Background: an optimization exercise with open tools, aiming at small area and a short achievable clock period. Do not read the settings as production practice.
In this exercise RTL edits were held to simulation tests only and were not proved equivalent to the original.
No activity file was given, so power comes from the tool's default toggle rates.

==> flow/design.v (excerpt) <==
module multicycle_mem_ctrl
#(
   parameter int                DATA_W      = 32,
   parameter int                ADDR_W      = 32,
   parameter int                DEPTH_WORDS = 64,
   parameter int                WAIT_STATES = 2,
   parameter                    MEM_INIT    = "",
   parameter logic [ADDR_W-1:0] MMIO_ADDR   = 32'h0000_0100
) (
   input  logic                clk,
   input  logic                reset,
   input  logic                req,
   input  logic                we,
   input  logic [ADDR_W-1:0]   addr,
   input  logic [DATA_W-1:0]   wdata,
   input  logic [DATA_W/8-1:0] be,
   output logic [DATA_W-1:0]   rdata,
   output logic                ready,
   output logic                err,
   output logic [DATA_W-1:0]   WriteData,
   output logic [ADDR_W-1:0]   DataAdr,
   output logic                MemWrite,
   output logic [DATA_W-1:0]   mmio_out
);
   localparam int NB  = DATA_W / 8;
   localparam int BLG = (NB > 1) ? $clog2(NB) : 0;
   localparam int AW  = (DEPTH_WORDS > 1) ? $clog2(DEPTH_WORDS) : 1;
   localparam int NR  = DEPTH_WORDS / 4;
   localparam bit MMIO_EN = 1'b1;
   logic              b1, b2, b3, idle, accept;
   logic              we_q, bad_q, hit_q;
   logic [AW-1:0]     widx_q;
   logic [DATA_W-1:0] wdata_q;
   logic [NB-1:0]     be_q;
   logic              hit_d, bad_d;
   assign hit_d  = MMIO_EN && (addr == MMIO_ADDR);
  ...
For scale: roughly 4,200 cells after synthesis, ~2,300 flip-flops, about 62,000 um2 of cells after synthesis.
clock: 4.0 ns
lec_check: 0
cap_margin: 20
core_margin: 2
core_utilization: 50
cts_buf_list: sky130_fd_sc_hd__clkbuf_8 sky130_fd_sc_hd__clkbuf_16
cts_cluster_diameter: 100
cts_cluster_size: 25
setup_slack_margin: 2.1
slew_margin: 20
tns_end_percent: 10
run.sh (not shown) runs the stock make flow with config.mk's settings and CLKGATE_MAP_FILE= SYNTH_SCRIPT=/design/flow/synth_recipe.tcl, a recipe that flattens the netlist after the stock synthesis.
The baseline produced a clean layout.
==> next run, changes <==
Settings changed: CTS_BUF_LIST sky130_fd_sc_hd__clkbuf_8 sky130_fd_sc_hd__clkbuf_16 to unset, SETUP_SLACK_MARGIN 2.1 to 2.2, TNS_END_PERCENT 10 to 3.
- sequential power barely changes
- final cell count stays flat
- synthesized cell count does not change
- die area is unchanged
==> next run, changes <==
Settings changed: SETUP_SLACK_MARGIN 2.2 to 2.1, TNS_END_PERCENT 3 to 10.
=>
- The changed run finished with timing, DRC and antenna clean
- worst hold slack barely changes
- register-to-register slack gains 0.05 ns
- worst setup slack gains 0.044 ns
- die area stays the same
- total power climbs slightly
- non-clock buffer count drops by 14
- wire length climbs slightly
==> next run, changes <==
==> flow/flow/run.sh (new file) <==
#!/bin/bash
# Standard layout, with the port buffers made from plain buffers instead
# of the delay cells buffer_ports picks by default.
set -euo pipefail
export BUFFER_PORTS_ARGS="-buffer_cell sky130_fd_sc_hd__buf_2"
bash standard.sh > standard_flow.log 2>&1
==> flow/standard.sh (new file) <==
#!/bin/bash
# synth_recipe.tcl (not shown) runs the flow's synth.tcl, then flattens the netlist and writes it again
# the make line also repeats each setting of config.mk as NAME=value (left out here)
make -C /OpenROAD-flow-scripts/flow DESIGN_CONFIG=/design/flow/config.mk WORK_HOME=/design/flow/orfs CLKGATE_MAP_FILE= SYNTH_SCRIPT=/design/flow/synth_recipe.tcl "${@:-finish}"
Settings changed: TNS_END_PERCENT 10 to unset.
removed: flow/run.sh
After rerunning:
- worst hold slack loses 0.069 ns
- register-to-register slack loses 0.02 ns
- synthesized area stays the same
- maximum frequency shrinks by 0.41%
- combinational power shrinks by about 3%
- via count grows by 2.1%
- clock-buffer cell count shrinks by 4
- first-iteration DRC count shrinks by 7.1%
- total power hardly moves


Starting RTL as in the previous note.
Design multicycle_mem_ctrl, start of the top module:
module multicycle_mem_ctrl
#(
   parameter int                DATA_W      = 32,
   parameter int                ADDR_W      = 32,
   parameter int                DEPTH_WORDS = 64,
   parameter int                WAIT_STATES = 2,
   parameter                    MEM_INIT    = "",
   parameter logic [ADDR_W-1:0] MMIO_ADDR   = 32'h0000_0100
) (
   input  logic                clk,
   input  logic                reset,
   input  logic                req,
   input  logic                we,
   input  logic [ADDR_W-1:0]   addr,
   input  logic [DATA_W-1:0]   wdata,
   input  logic [DATA_W/8-1:0] be,
   output logic [DATA_W-1:0]   rdata,
   output logic                ready,
   output logic                err,
   output logic [DATA_W-1:0]   WriteData,
   output logic [ADDR_W-1:0]   DataAdr,
   output logic                MemWrite,
   output logic [DATA_W-1:0]   mmio_out
);
   localparam int NB  = DATA_W / 8;
   localparam int BLG = (NB > 1) ? $clog2(NB) : 0;
   localparam int AW  = (DEPTH_WORDS > 1) ? $clog2(DEPTH_WORDS) : 1;
   localparam int NR  = DEPTH_WORDS / 4;
   localparam bit MMIO_EN = 1'b1;
   logic              b1, b2, b3, idle, accept;
   logic              we_q, bad_q, hit_q;
   logic [AW-1:0]     widx_q;
   logic [DATA_W-1:0] wdata_q;
   logic [NB-1:0]     be_q;
   logic              hit_d, bad_d;
   assign hit_d  = MMIO_EN && (addr == MMIO_ADDR);
   assign bad_d  = (addr[BLG-1:0] != '0) || ((addr[ADDR_W-1:AW+BLG] != '0) && !hit_d);
   assign accept = idle && req;
   always_ff @(posedge clk) begin
      if (!reset) begin
         b1   <= 1'b0;
         b2   <= 1'b0;
         b3   <= 1'b0;
         idle <= 1'b1;
      end else begin
         b1   <= accept;
         b2   <= b1;
         b3   <= b2;
         idle <= !accept && !b1 && !b2;
      end
   end
   always_ff @(posedge clk) begin
      if (accept) begin
         we_q    <= we;
         bad_q   <= bad_d;
         hit_q   <= hit_d;
         widx_q  <= addr[AW+BLG-1:BLG];
         wdata_q <= wdata;
         be_q    <= be;
      end
   end
   logic [1:0]        ph;           
   logic [DATA_W-1:0] wbuf;         
  ...
Settings: LEC_CHECK=0, ABC_CLOCK_PERIOD_IN_PS=2000, CAP_MARGIN=20, CORE_MARGIN=2, CORE_UTILIZATION=50, CTS_CLUSTER_DIAMETER=100, CTS_CLUSTER_SIZE=25, SETUP_SLACK_MARGIN=2.1, SLEW_MARGIN=20, TNS_END_PERCENT=10; clock period 4.0 ns.
Stock flow here: none of the scripts above is used.
Then changed:
--- a/flow/config.mk
+++ b/flow/config.mk
@@ -6,8 +6,7 @@
 export NUM_CORES = 4
 export LEC_CHECK = 0
-export ABC_CLOCK_PERIOD_IN_PS = 2000
 export CAP_MARGIN = 20
 export CORE_MARGIN = 2
-export CORE_UTILIZATION = 50
+export CORE_UTILIZATION = 60
 export CTS_CLUSTER_DIAMETER = 100
 export CTS_CLUSTER_SIZE = 25
After rerunning:
- clock-buffer cell count rises by 1
- routed wire length came out higher slightly
- via count grows slightly
- final area came out higher slightly
- critical path depth came out higher by 5
- fmax hardly moves
Then changed:
--- a/flow/config.mk
+++ b/flow/config.mk
@@ -8,8 +8,8 @@
 export CAP_MARGIN = 20
 export CORE_MARGIN = 2
-export CORE_UTILIZATION = 60
+export CORE_UTILIZATION = 50
 export CTS_CLUSTER_DIAMETER = 100
 export CTS_CLUSTER_SIZE = 25
-export SETUP_SLACK_MARGIN = 2.1
+export SETUP_SLACK_MARGIN = 1.95
 export SLEW_MARGIN = 20
 export TNS_END_PERCENT = 10
After rerunning: Worst setup slack is worse by 0.14 ns; clock-buffer cell count goes down by 1; sequential share of layout area goes up by 1.1 points.

[static timing again, ports no longer ideal]
Ports are ideal in the flow. The routed layouts listed here were re-timed in OpenROAD.
Step 1 (the two cells are an assumption about what drives the block):
set clk [get_ports {clk}]
set_driving_cell -lib_cell sky130_fd_sc_hd__clkbuf_16 $clk
set_driving_cell -lib_cell sky130_fd_sc_hd__buf_2 [delete_from_list [all_inputs] $clk]
Step 2 times the ports against the registers' clock, not the clock port: input delays grow and output delays shrink by t, the midpoint of the rising clock arrivals with the driver on.
Three values: no drivers, after step 1, after step 2; two values: the first two.
run | t (ns) | setup WS [ns] | cell pins on the clock port's net
the first run of note 1 | 0.793 | 1.909 / 1.832 / 1.377 | 1
the second run of note 1 | 0.787 | 1.868 / 1.866 / 1.321 | 1
the third run of note 1 | 0.794 | 1.912 / 1.836 / 1.389 | 1
the fourth run of note 1 | 0.784 | 1.903 / 1.873 / 1.583 | 1
the first run of note 2 | 0.794 | 1.912 / 1.836 / 1.389 | 1
the second run of note 2 | 0.791 | 1.914 / 1.851 / 1.255 | 1
the third run of note 2 | 0.790 | 1.777 / 1.703 / 1.280 | 1
After both steps every run listed still meets setup and hold. For the second run of note 2, which loses most, drivers alone change the setup slack by -0.063 ns; drivers and shift together by -0.659 ns.
